This design comes from an exercise in tuning for small area and a short achievable clock period on the open sky130 flow, not from production work.
In this exercise RTL edits were held to simulation tests only and were not proved equivalent to the original.
No activity file was given, so power comes from the tool's default toggle rates.

==> flow/design.v <==
package csr_pkg;
  typedef logic [32-1:0]   csr_data_t;
  typedef logic [12-1:0] csr_addr_t;
  typedef enum logic [1:0] {
    CSR_OP_READ  = 2'b00,
    CSR_OP_WRITE = 2'b01,
    CSR_OP_SET   = 2'b10,
    CSR_OP_CLEAR = 2'b11
  } csr_op_e;
  typedef struct packed {
    csr_op_e   op;
    csr_addr_t addr;
    csr_data_t wdata;
  } csr_req_t;
  typedef struct packed {
    csr_op_e   op;
    csr_addr_t addr;
    csr_data_t wdata;
    logic      illegal;
  } csr_dec_t;
  typedef struct packed {
    csr_data_t rdata;
    logic      illegal;
  } csr_rsp_t;
  typedef struct packed {
    csr_data_t cause;
    csr_data_t epc;
    csr_data_t tval;
  } trap_info_t;
  function automatic csr_data_t csr_apply(csr_op_e op, csr_data_t old_val, csr_data_t wdata);
    case (op)
      csr_pkg::CSR_OP_WRITE: csr_apply = wdata;
      csr_pkg::CSR_OP_SET:   csr_apply = old_val | wdata;
      csr_pkg::CSR_OP_CLEAR: csr_apply = old_val & ~wdata;
      default:      csr_apply = old_val;
    endcase
  endfunction
endpackage
`timescale 1ns/1ps
module csr_decode_stage (
  input  logic     csr_clk_i,
  input  logic     rst_n_i,
  input  logic     req_valid_i,
  output logic     req_ready_o,
  input  csr_pkg::csr_req_t req_i,
  input  logic     stage_ready_i,
  output csr_pkg::csr_dec_t dec_o,
  output logic     commit_o
);
  logic     dec_valid_q;
  csr_pkg::csr_dec_t dec_q;
  logic     addr_known;
  logic     addr_ro;
  logic     illegal;
  logic     accept;
  always_comb begin
    case (req_i.addr)
      12'h300,
      12'h301,
      12'h304,
      12'h305,
      12'h320,
      12'h340,
      12'h341,
      12'h342,
      12'h343,
      12'hB00,
      12'hB02,
      12'hF11,
      12'hF12,
      12'hF13,
      12'hF14: addr_known = 1'b1;
      default:           addr_known = 1'b0;
    endcase
  end
  assign addr_ro = (req_i.addr[12-1 -: 2] == 2'b11) ||
                   (req_i.addr == 12'h301);
  assign illegal = !addr_known || (addr_ro && (req_i.op != csr_pkg::CSR_OP_READ));
  assign req_ready_o = !dec_valid_q || stage_ready_i;  
  assign accept      = req_valid_i && req_ready_o;
  assign commit_o    = dec_valid_q && stage_ready_i;
  always_ff @(posedge csr_clk_i or negedge rst_n_i) begin
    if (!rst_n_i) begin
      dec_valid_q <= 1'b0;
    end else if (accept) begin
      dec_valid_q <= 1'b1;
    end else if (commit_o) begin
      dec_valid_q <= 1'b0;
    end
  end
  always_ff @(posedge csr_clk_i) begin
    if (accept) begin
      dec_q.op      <= req_i.op;
      dec_q.addr    <= req_i.addr;
      dec_q.wdata   <= req_i.wdata;
      dec_q.illegal <= illegal;
    end
  end
  assign dec_o = dec_q;
endmodule
`timescale 1ns/1ps
module csr_trap_regs (
  input  logic       csr_clk_i,
  input  logic       rst_n_i,
  input  csr_pkg::csr_dec_t   dec_i,
  input  logic       commit_i,
  input  logic       trap_valid_i,
  input  csr_pkg::trap_info_t trap_i,
  input  logic       mret_valid_i,
  output csr_pkg::csr_data_t  rdata_o,
  output csr_pkg::csr_data_t  mtvec_o,
  output csr_pkg::csr_data_t  mepc_o,
  output logic       mstatus_mie_o
);
  logic                   mstatus_mie_q;
  logic                   mstatus_mpie_q;
  csr_pkg::csr_data_t              mie_q;
  logic [32-1:2]   mtvec_q;      
  csr_pkg::csr_data_t              mscratch_q;
  logic [32-1:2]   mepc_q;
  csr_pkg::csr_data_t              mcause_q;
  csr_pkg::csr_data_t              mtval_q;
  csr_pkg::csr_data_t              mstatus_w;
  csr_pkg::csr_data_t              wr_val;
  logic                   wr_en;
  always_comb begin
    mstatus_w                        = '0;
    mstatus_w[3]  = mstatus_mie_q;
    mstatus_w[7] = mstatus_mpie_q;
  end
  always_comb begin
    case (dec_i.addr)
      12'h300:  rdata_o = mstatus_w;
      12'h304:      rdata_o = mie_q;
      12'h305:    rdata_o = {mtvec_q, 2'b00};
      12'h340: rdata_o = mscratch_q;
      12'h341:     rdata_o = {mepc_q, 2'b00};
      12'h342:   rdata_o = mcause_q;
      12'h343:    rdata_o = mtval_q;
      12'h301:     rdata_o = 32'h4000_0100;
      12'hF11,
      12'hF12,
      12'hF13,
      12'hF14:  rdata_o = '0;  
      default:            rdata_o = '0;
    endcase
  end
  assign wr_en  = commit_i && !dec_i.illegal && (dec_i.op != csr_pkg::CSR_OP_READ);
  assign wr_val = csr_pkg::csr_apply(dec_i.op, rdata_o, dec_i.wdata);
  always_ff @(posedge csr_clk_i or negedge rst_n_i) begin
    if (!rst_n_i) begin
      mstatus_mie_q  <= 1'b0;
      mstatus_mpie_q <= 1'b0;
    end else if (trap_valid_i) begin
      mstatus_mpie_q <= mstatus_mie_q;
      mstatus_mie_q  <= 1'b0;
    end else if (mret_valid_i) begin
      mstatus_mie_q  <= mstatus_mpie_q;
      mstatus_mpie_q <= 1'b1;
    end else if (wr_en && (dec_i.addr == 12'h300)) begin
      mstatus_mie_q  <= wr_val[3];
      mstatus_mpie_q <= wr_val[7];
    end
  end
  always_ff @(posedge csr_clk_i or negedge rst_n_i) begin
    if (!rst_n_i) begin
      mepc_q   <= '0;
      mcause_q <= '0;
      mtval_q  <= '0;
    end else if (trap_valid_i) begin
      mepc_q   <= trap_i.epc[32-1:2];
      mcause_q <= trap_i.cause;
      mtval_q  <= trap_i.tval;
    end else if (wr_en) begin
      if (dec_i.addr == 12'h341)   mepc_q   <= wr_val[32-1:2];
      if (dec_i.addr == 12'h342) mcause_q <= wr_val;
      if (dec_i.addr == 12'h343)  mtval_q  <= wr_val;
    end
  end
  always_ff @(posedge csr_clk_i or negedge rst_n_i) begin
    if (!rst_n_i) begin
      mie_q      <= '0;
      mtvec_q    <= '0;
      mscratch_q <= '0;
    end else if (wr_en) begin
      if (dec_i.addr == 12'h304)      mie_q      <= wr_val;
      if (dec_i.addr == 12'h305)    mtvec_q    <= wr_val[32-1:2];
      if (dec_i.addr == 12'h340) mscratch_q <= wr_val;
    end
  end
  assign mtvec_o       = {mtvec_q, 2'b00};
  assign mepc_o        = {mepc_q, 2'b00};
  assign mstatus_mie_o = mstatus_mie_q;
endmodule
`timescale 1ns/1ps
module csr_counters (
  input  logic      csr_clk_i,
  input  logic      rst_n_i,
  input  csr_pkg::csr_dec_t  dec_i,
  input  logic      commit_i,
  input  logic      retire_i,
  output csr_pkg::csr_data_t rdata_o
);
  csr_pkg::csr_data_t mcycle_q;
  csr_pkg::csr_data_t minstret_q;
  logic      cy_inhibit_q;  
  logic      ir_inhibit_q;  
  csr_pkg::csr_data_t inhibit_w;
  csr_pkg::csr_data_t wr_val;
  logic      wr_en;
  always_comb begin
    inhibit_w    = '0;
    inhibit_w[0] = cy_inhibit_q;
    inhibit_w[2] = ir_inhibit_q;
  end
  always_comb begin
    case (dec_i.addr)
      12'hB00:        rdata_o = mcycle_q;
      12'hB02:      rdata_o = minstret_q;
      12'h320: rdata_o = inhibit_w;
      default:                 rdata_o = '0;
    endcase
  end
  assign wr_en  = commit_i && !dec_i.illegal && (dec_i.op != csr_pkg::CSR_OP_READ);
  assign wr_val = csr_pkg::csr_apply(dec_i.op, rdata_o, dec_i.wdata);
  always_ff @(posedge csr_clk_i or negedge rst_n_i) begin
    if (!rst_n_i) begin
      mcycle_q     <= '0;
      minstret_q   <= '0;
      cy_inhibit_q <= 1'b0;
      ir_inhibit_q <= 1'b0;
    end else begin
      if (wr_en && (dec_i.addr == 12'hB00)) begin
        mcycle_q <= wr_val;    
      end else if (!cy_inhibit_q) begin
        mcycle_q <= mcycle_q + csr_pkg::csr_data_t'(1);
      end
      if (wr_en && (dec_i.addr == 12'hB02)) begin
        minstret_q <= wr_val;
      end else if (retire_i && !ir_inhibit_q) begin
        minstret_q <= minstret_q + csr_pkg::csr_data_t'(1);
      end
      if (wr_en && (dec_i.addr == 12'h320)) begin
        cy_inhibit_q <= wr_val[0];
        ir_inhibit_q <= wr_val[2];
      end
    end
  end
endmodule
`timescale 1ns/1ps
module csr_read_stage (
  input  logic      csr_clk_i,
  input  logic      rst_n_i,
  input  csr_pkg::csr_dec_t  dec_i,
  input  logic      commit_i,
  input  csr_pkg::csr_data_t trap_rdata_i,
  input  csr_pkg::csr_data_t cnt_rdata_i,
  output logic      stage_ready_o,
  output logic      rsp_valid_o,
  input  logic      rsp_ready_i,
  output csr_pkg::csr_rsp_t  rsp_o
);
  logic      rsp_valid_q;
  csr_pkg::csr_rsp_t  rsp_q;
  csr_pkg::csr_data_t merged_w;
  assign merged_w = trap_rdata_i | cnt_rdata_i;
  assign stage_ready_o = !rsp_valid_q || rsp_ready_i;
  always_ff @(posedge csr_clk_i or negedge rst_n_i) begin
    if (!rst_n_i) begin
      rsp_valid_q <= 1'b0;
    end else if (commit_i) begin
      rsp_valid_q <= 1'b1;
    end else if (rsp_ready_i) begin
      rsp_valid_q <= 1'b0;
    end
  end
  always_ff @(posedge csr_clk_i) begin
    if (commit_i) begin
      rsp_q.rdata   <= dec_i.illegal ? '0 : merged_w;
      rsp_q.illegal <= dec_i.illegal;
    end
  end
  assign rsp_valid_o = rsp_valid_q;
  assign rsp_o       = rsp_q;
endmodule
`timescale 1ns/1ps
module csr_top (
  input  logic       csr_clk_i,
  input  logic       rst_n_i,
  input  logic       req_valid_i,
  output logic       req_ready_o,
  input  csr_pkg::csr_req_t   req_i,
  output logic       rsp_valid_o,
  input  logic       rsp_ready_i,
  output csr_pkg::csr_rsp_t   rsp_o,
  input  logic       trap_valid_i,
  input  csr_pkg::trap_info_t trap_i,
  input  logic       mret_valid_i,
  input  logic       retire_i,
  output csr_pkg::csr_data_t  mtvec_o,
  output csr_pkg::csr_data_t  mepc_o,
  output logic       mstatus_mie_o
);
  csr_pkg::csr_dec_t  dec_w;
  logic      commit_w;
  logic      stage_ready_w;
  csr_pkg::csr_data_t trap_rdata_w;
  csr_pkg::csr_data_t cnt_rdata_w;
  csr_decode_stage csr_decode_stage_inst (
    .csr_clk_i     (csr_clk_i),
    .rst_n_i       (rst_n_i),
    .req_valid_i   (req_valid_i),
    .req_ready_o   (req_ready_o),
    .req_i         (req_i),
    .stage_ready_i (stage_ready_w),
    .dec_o         (dec_w),
    .commit_o      (commit_w)
  );
  csr_trap_regs csr_trap_regs_inst (
    .csr_clk_i     (csr_clk_i),
    .rst_n_i       (rst_n_i),
    .dec_i         (dec_w),
    .commit_i      (commit_w),
    .trap_valid_i  (trap_valid_i),
    .trap_i        (trap_i),
    .mret_valid_i  (mret_valid_i),
    .rdata_o       (trap_rdata_w),
    .mtvec_o       (mtvec_o),
    .mepc_o        (mepc_o),
    .mstatus_mie_o (mstatus_mie_o)
  );
  csr_counters csr_counters_inst (
    .csr_clk_i (csr_clk_i),
    .rst_n_i   (rst_n_i),
    .dec_i     (dec_w),
    .commit_i  (commit_w),
    .retire_i  (retire_i),
    .rdata_o   (cnt_rdata_w)
  );
  csr_read_stage csr_read_stage_inst (
    .csr_clk_i     (csr_clk_i),
    .rst_n_i       (rst_n_i),
    .dec_i         (dec_w),
    .commit_i      (commit_w),
    .trap_rdata_i  (trap_rdata_w),
    .cnt_rdata_i   (cnt_rdata_w),
    .stage_ready_o (stage_ready_w),
    .rsp_valid_o   (rsp_valid_o),
    .rsp_ready_i   (rsp_ready_i),
    .rsp_o         (rsp_o)
  );
endmodule
`timescale 1ns/1ps
module csr_unit (
  input  logic        clk_i,
  input  logic        rst_ni,
  input  logic        req_valid_i,
  output logic        req_ready_o,
  input  logic [1:0]  req_op_i,
  input  logic [11:0] req_addr_i,
  input  logic [31:0] req_wdata_i,
  output logic        rsp_valid_o,
  input  logic        rsp_ready_i,
  output logic [31:0] rsp_rdata_o,
  output logic        rsp_illegal_o,
  input  logic        trap_valid_i,
  input  logic [31:0] trap_cause_i,
  input  logic [31:0] trap_epc_i,
  input  logic [31:0] trap_tval_i,
  input  logic        mret_valid_i,
  input  logic        retire_i,
  output logic [31:0] mtvec_o,
  output logic [31:0] mepc_o,
  output logic        mstatus_mie_o
);
  csr_pkg::csr_req_t   req_w;
  csr_pkg::csr_rsp_t   rsp_w;
  csr_pkg::trap_info_t trap_w;
  assign req_w.op    = csr_pkg::csr_op_e'(req_op_i);
  assign req_w.addr  = req_addr_i;
  assign req_w.wdata = req_wdata_i;
  assign trap_w.cause = trap_cause_i;
  assign trap_w.epc   = trap_epc_i;
  assign trap_w.tval  = trap_tval_i;
  assign rsp_rdata_o   = rsp_w.rdata;
  assign rsp_illegal_o = rsp_w.illegal;
  csr_top csr_top_inst (
    .csr_clk_i     (clk_i),
    .rst_n_i       (rst_ni),
    .req_valid_i   (req_valid_i),
    .req_ready_o   (req_ready_o),
    .req_i         (req_w),
    .rsp_valid_o   (rsp_valid_o),
    .rsp_ready_i   (rsp_ready_i),
    .rsp_o         (rsp_w),
    .trap_valid_i  (trap_valid_i),
    .trap_i        (trap_w),
    .mret_valid_i  (mret_valid_i),
    .retire_i      (retire_i),
    .mtvec_o       (mtvec_o),
    .mepc_o        (mepc_o),
    .mstatus_mie_o (mstatus_mie_o)
  );
endmodule
==> flow/run.sh <==
#!/bin/bash
# synth_recipe.tcl (not shown) runs the flow's synth.tcl, then flattens the netlist and writes it again
# the make line also repeats each setting of config.mk as NAME=value (left out here)
make -C /OpenROAD-flow-scripts/flow DESIGN_CONFIG=/design/flow/config.mk WORK_HOME=/design/flow/orfs CLKGATE_MAP_FILE= SYNTH_SCRIPT=/design/flow/synth_recipe.tcl finish
==> flow/config.mk <==
export PLATFORM = sky130hd
export DESIGN_NAME = csr_unit
export DESIGN_NICKNAME = csr_unit
export VERILOG_FILES = /design/flow/design.v
export SDC_FILE = /design/flow/constraint.sdc
export NUM_CORES = 4
export LEC_CHECK = 0
export CAP_MARGIN = 20
export CORE_MARGIN = 2
export CORE_UTILIZATION = 40
export SLEW_MARGIN = 20
==> flow/constraint.sdc <==
create_clock -name core_clock -period 3.5 [get_ports {clk_i}]
set_input_delay 0.7000 -clock core_clock [delete_from_list [all_inputs] [get_ports {clk_i}]]
set_output_delay 0.7000 -clock core_clock [all_outputs]
set_load 0.01 [all_outputs]
==> reports/qor.yml <==
outcome: "timing/DRC/antenna clean"
synth.cells.most_frequent: "sky130_fd_sc_hd__nand2_1 (289), sky130_fd_sc_hd__dfrtp_1 (258), sky130_fd_sc_hd__nor2_1 (166)"
synth.yosys.seq_area_share_pct: 48.8
synthToLayoutAreaGrowth_pct: 25.3
synth_area_leader_cell: "sky130_fd_sc_hd__dfrtp_1"
gp_routability_congestion: 0.940
cts_tree: "done"
endpoint_kind: "register"
worst-endpoint-required_ns: 3.93
detail_route.drc_violations: 0
start_kind: "register"
achievable-frequency_ghz: 0.336
synth_edf_count: 80
yosysWarnings: 4
htree_levels: 2
totalNegativeSetupSlack_ns: 0
worst-slew-pin-transition_ns: 0.838
power.density_mw_per_mm2: 444
synth-seq-cells: 338
final-max-slew-violation-count: 0
die-area_mm2: 0.0471
total_leakage_power_nw: 8.80
finalWirelength_um: 61100
io-pin-count: 249
gr-usage-all-layers_pct: 25.9
grt_overflow_total: 0
final_net_count: 2217
timing.final.crit_share_pct: 85.0
hold_fix_buffers_cts: 0
placed_wire_length_estimate_um: 45100
fin_worst_skew_ns: 0.0177
layout.cell_area.non_filler_mm2: 0.0227
dominantRegCellSynth: "sky130_fd_sc_hd__dfrtp_1"
hold_violations: 0
yosysUniqueCellTypes: 75
min_path_type: "input pin to asynchronous set/reset pin"
timing.critical_path.fanout_max: 10
drv_cap: 0
initial_core_util_pct: 40.3
drive_above_1_share_pct: 9.96
post_synth_instance_area_mm2: 0.0182
synthesis.instances: 1842
grt_max_degree: 104
critPathArrivalTime_ns: 3.40
layout.cells.non_filler: 2698
via_count_of_the_first_global_routing_pass: 14854
r2r_start: "csr_top_inst.csr_decode_stage_inst.dec_q[33]$_DFFE_PP_"
area_share_of_the_leading_cell_type_in_the_synthesized_netlist_pct: 35.5
worst_setup_hold_path_clk_slew_ns: 0.06
worst_r2r_path_depth: 7
drt_iter0_drc: 1732
critPathKind: "register to register"
ir_drop_mv: 0.320
cts_buffers: 40
post_cts_resize_count: 0
postSynth.asyncResetShare_pct: 76.3
yosysMostFrequentCell: "sky130_fd_sc_hd__nand2_1"
final_period_minus_worst_setup_slack_ns: 2.98
placementRows: 78
post-cts-setup-buffer-count: 0
cts.sinks: 338
input_output_buffers: 242
average_size_of_a_mapped_cell_um2: 9.86
floorplan.core_area_mm2: 0.0451
clk-insertion-delay-late_ns: 0.56
post_dp_cell_area_mm2: 0.0214
drt-wirelength-per-cell_um: 22.7
clock_tree.buffer_depth: 3
slew_headroom_pct: 43.6
route.detailed.vias_per_inst: 5.69
synth_top_cells_by_area: "sky130_fd_sc_hd__dfrtp_1 (36%), sky130_fd_sc_hd__edfxtp_1 (13%), sky130_fd_sc_hd__mux2i_1 (6.7%)"
floorplan_die_height_um: 217
firstDrtPassIters: 6
setup_viol: 0
insertedDiodeCount: 0
via_count: 15339
grt_setup_unrepaired: "false"
grt_antenna_before_repair: 0
r2r_end: "csr_top_inst.csr_trap_regs_inst.mie_q[6]$_DFFE_PN0P_"
route.antenna.remaining_nets: 0
post-place-cells: 2624
floorplan.die.width_um: 217
root_buffer: "sky130_fd_sc_hd__clkbuf_16"
global_route_wire_length_before_repair_um: 93100
reg2reg_slack_ns: 0.52
registers in the layout, indices dropped and copies added (netlist names):
signal and cells:
csr_top_inst.csr_counters_inst.ir_inhibit_q 1, csr_top_inst.csr_trap_regs_inst.mscratch_q 32, csr_top_inst.csr_read_stage_inst.rsp_valid_q 1, csr_top_inst.csr_trap_regs_inst.mstatus_mpie_q 1
csr_top_inst.csr_read_stage_inst.rsp_q 33, csr_top_inst.csr_counters_inst.mcycle_q 32, csr_top_inst.csr_trap_regs_inst.mie_q 32, csr_top_inst.csr_trap_regs_inst.mstatus_mie_q 1
csr_top_inst.csr_trap_regs_inst.mtval_q 32, csr_top_inst.csr_counters_inst.cy_inhibit_q 1, csr_top_inst.csr_trap_regs_inst.mtvec_q 30, csr_top_inst.csr_trap_regs_inst.mcause_q 32
csr_top_inst.csr_trap_regs_inst.mepc_q 30, csr_top_inst.csr_decode_stage_inst.dec_q 47, csr_top_inst.csr_counters_inst.minstret_q 32, csr_top_inst.csr_decode_stage_inst.dec_valid_q 1
through the flow:
stage / utilization, % / hold slack (ns) / setup WS, ns / power (mW)
2_1_floorplan: - / 0.404 / 1.05 / 5.27
3_3_place_gp: 47.5 / 0.457 / 0.477 / 5.95
3_5_place_dp: 47.5 / 0.460 / 0.457 / 5.97
4_1_cts: 50.5 / 0.0288 / 0.576 / 10.2
5_1_grt: 50.5 / 0.0509 / 0.344 / 10.5
6_report: 50.5 / 0.0423 / 0.525 / 10.1
logic make-up after synthesis:
group | share of synthesized area (%)
AO/OA/AOI/OAI | 14.4
XOR/XNOR | 3.57
adder cells (fa/ha/maj) | 0.138
buffers and inverters | 3.54
flip-flops | 48.8
multiplexers | 11.4
other | 0.0206
AND/OR/NAND/NOR | 18.1
worst max path at each step:
stage	startpoint	end	slack, ns	cells after the start
2_1_floorplan	rsp_ready_i	csr_top_inst.csr_decode_stage_inst.dec_q[0]$_DFFE_PP_	1.05	2
3_3_place_gp	rsp_ready_i	csr_top_inst.csr_trap_regs_inst.mtval_q[30]$_DFFE_PN0P_	0.48	8
3_5_place_dp	rsp_ready_i	csr_top_inst.csr_trap_regs_inst.mtval_q[30]$_DFFE_PN0P_	0.46	8
4_1_cts	csr_top_inst.csr_decode_stage_inst.dec_q[33]$_DFFE_PP_	csr_top_inst.csr_trap_regs_inst.mtval_q[30]$_DFFE_PN0P_	0.58	8
5_1_grt	csr_top_inst.csr_decode_stage_inst.dec_q[33]$_DFFE_PP_	csr_top_inst.csr_trap_regs_inst.mtval_q[30]$_DFFE_PN0P_	0.34	8
6_report	csr_top_inst.csr_decode_stage_inst.dec_q[33]$_DFFE_PP_	csr_top_inst.csr_trap_regs_inst.mie_q[6]$_DFFE_PN0P_	0.52	7
final cells by class:
cell class	instances	area [um2]
fillers	4180	22300
flip-flops and latches	338	8860
multi-input cells	1368	8740
repair buffers	305	3040
clock buffers	57	1170
well taps	600	751
clock inverters	17	150
inverters	13	48.8
power breakdown:
part	switching (mW)	internal [mW]	total, mW
Clock	1.70	2.48	4.18
Combinational	0.741	0.648	1.39
Sequential	0.242	4.28	4.53
layer usage:
| layer | global-route usage [%] | wire [um] | share of wire (%) | vias to the layer above |
|---|---|---|---|---|
| met4 | 7.76 | 1480 | 2.4 | 0 |
| met2 | 37.1 | 26000 | 42 | 640 |
| met3 | 4.75 | 5050 | 8.3 | 75 |
| met1 | 39.7 | 28600 | 47 | 7520 |
| li1 | - | - | - | 7104 |
| met5 | 0 | 0 | 0 | - |
worst max-delay path, cell delays in order (launching register included):
cell and delay [ns]:
sky130_fd_sc_hd__edfxtp_1 0.78, sky130_fd_sc_hd__buf_4 0.27, sky130_fd_sc_hd__mux4_2 0.54, sky130_fd_sc_hd__nand4_1 0.16, sky130_fd_sc_hd__o21a_1 0.23, sky130_fd_sc_hd__o221ai_1 0.35
sky130_fd_sc_hd__nor2_1 0.37, sky130_fd_sc_hd__a21oi_1 0.12
placed cells by master, fill, tap and decap left out, drive strengths merged, types with 4 or more instances in the layout:
master / synthesis / layout
a32o: 24 / 24
or2: 4 / 4
a21o: 4 / 4
nor4: 13 / 13
o31ai: 7 / 7
nand2: 289 / 289
mux2i: 121 / 121
nor3: 39 / 39
mux2: 27 / 27
a31oi: 8 / 8
and3: 17 / 17
nand2b: 32 / 32
and4: 8 / 8
nand4b: 5 / 5
mux4: 25 / 25
conb: 1 / 4
a21oi: 147 / 147
nand4: 43 / 43
inv: 12 / 12
xnor2: 54 / 54
dfrtp: 258 / 258
xor2: 20 / 20
clkinv: 1 / 15
clkdlybuf4s50: 0 / 240
o21ai: 121 / 121
nor2b: 8 / 8
nand3: 32 / 32
nor2: 167 / 167
nor3b: 12 / 12
a22oi: 14 / 14
edfxtp: 80 / 80
o21a: 23 / 23
clkbuf: 57 / 57
a32oi: 5 / 5
or3: 4 / 4
a211oi: 5 / 5
buf: 69 / 65
a22o: 19 / 19
and2: 7 / 7
o221ai: 22 / 22

==> afterwards: timing with drivers on the ports <==
The flow's constraints put no driver on any port. The routed layout listed below was extracted and timed again, unchanged, in two steps. Step 1, drivers: a clkbuf_16 drives clk_i and a buf_2 each remaining input, both assumed. Step 2 also shifts input and output timing later by t, the mid clock arrival at the registers, as if the neighbouring blocks saw the same clock. Three values: ideal, step 1, step 2; two values: the first two.
t, ns: 0.607
setup slack, ns: 0.525 / 0.525 / 0.388
pins driven straight from the clock port: 1
After both steps setup and hold are still met in this run. The setup slack of this run moves by 0.000 ns with the drivers and by -0.137 ns with both steps.
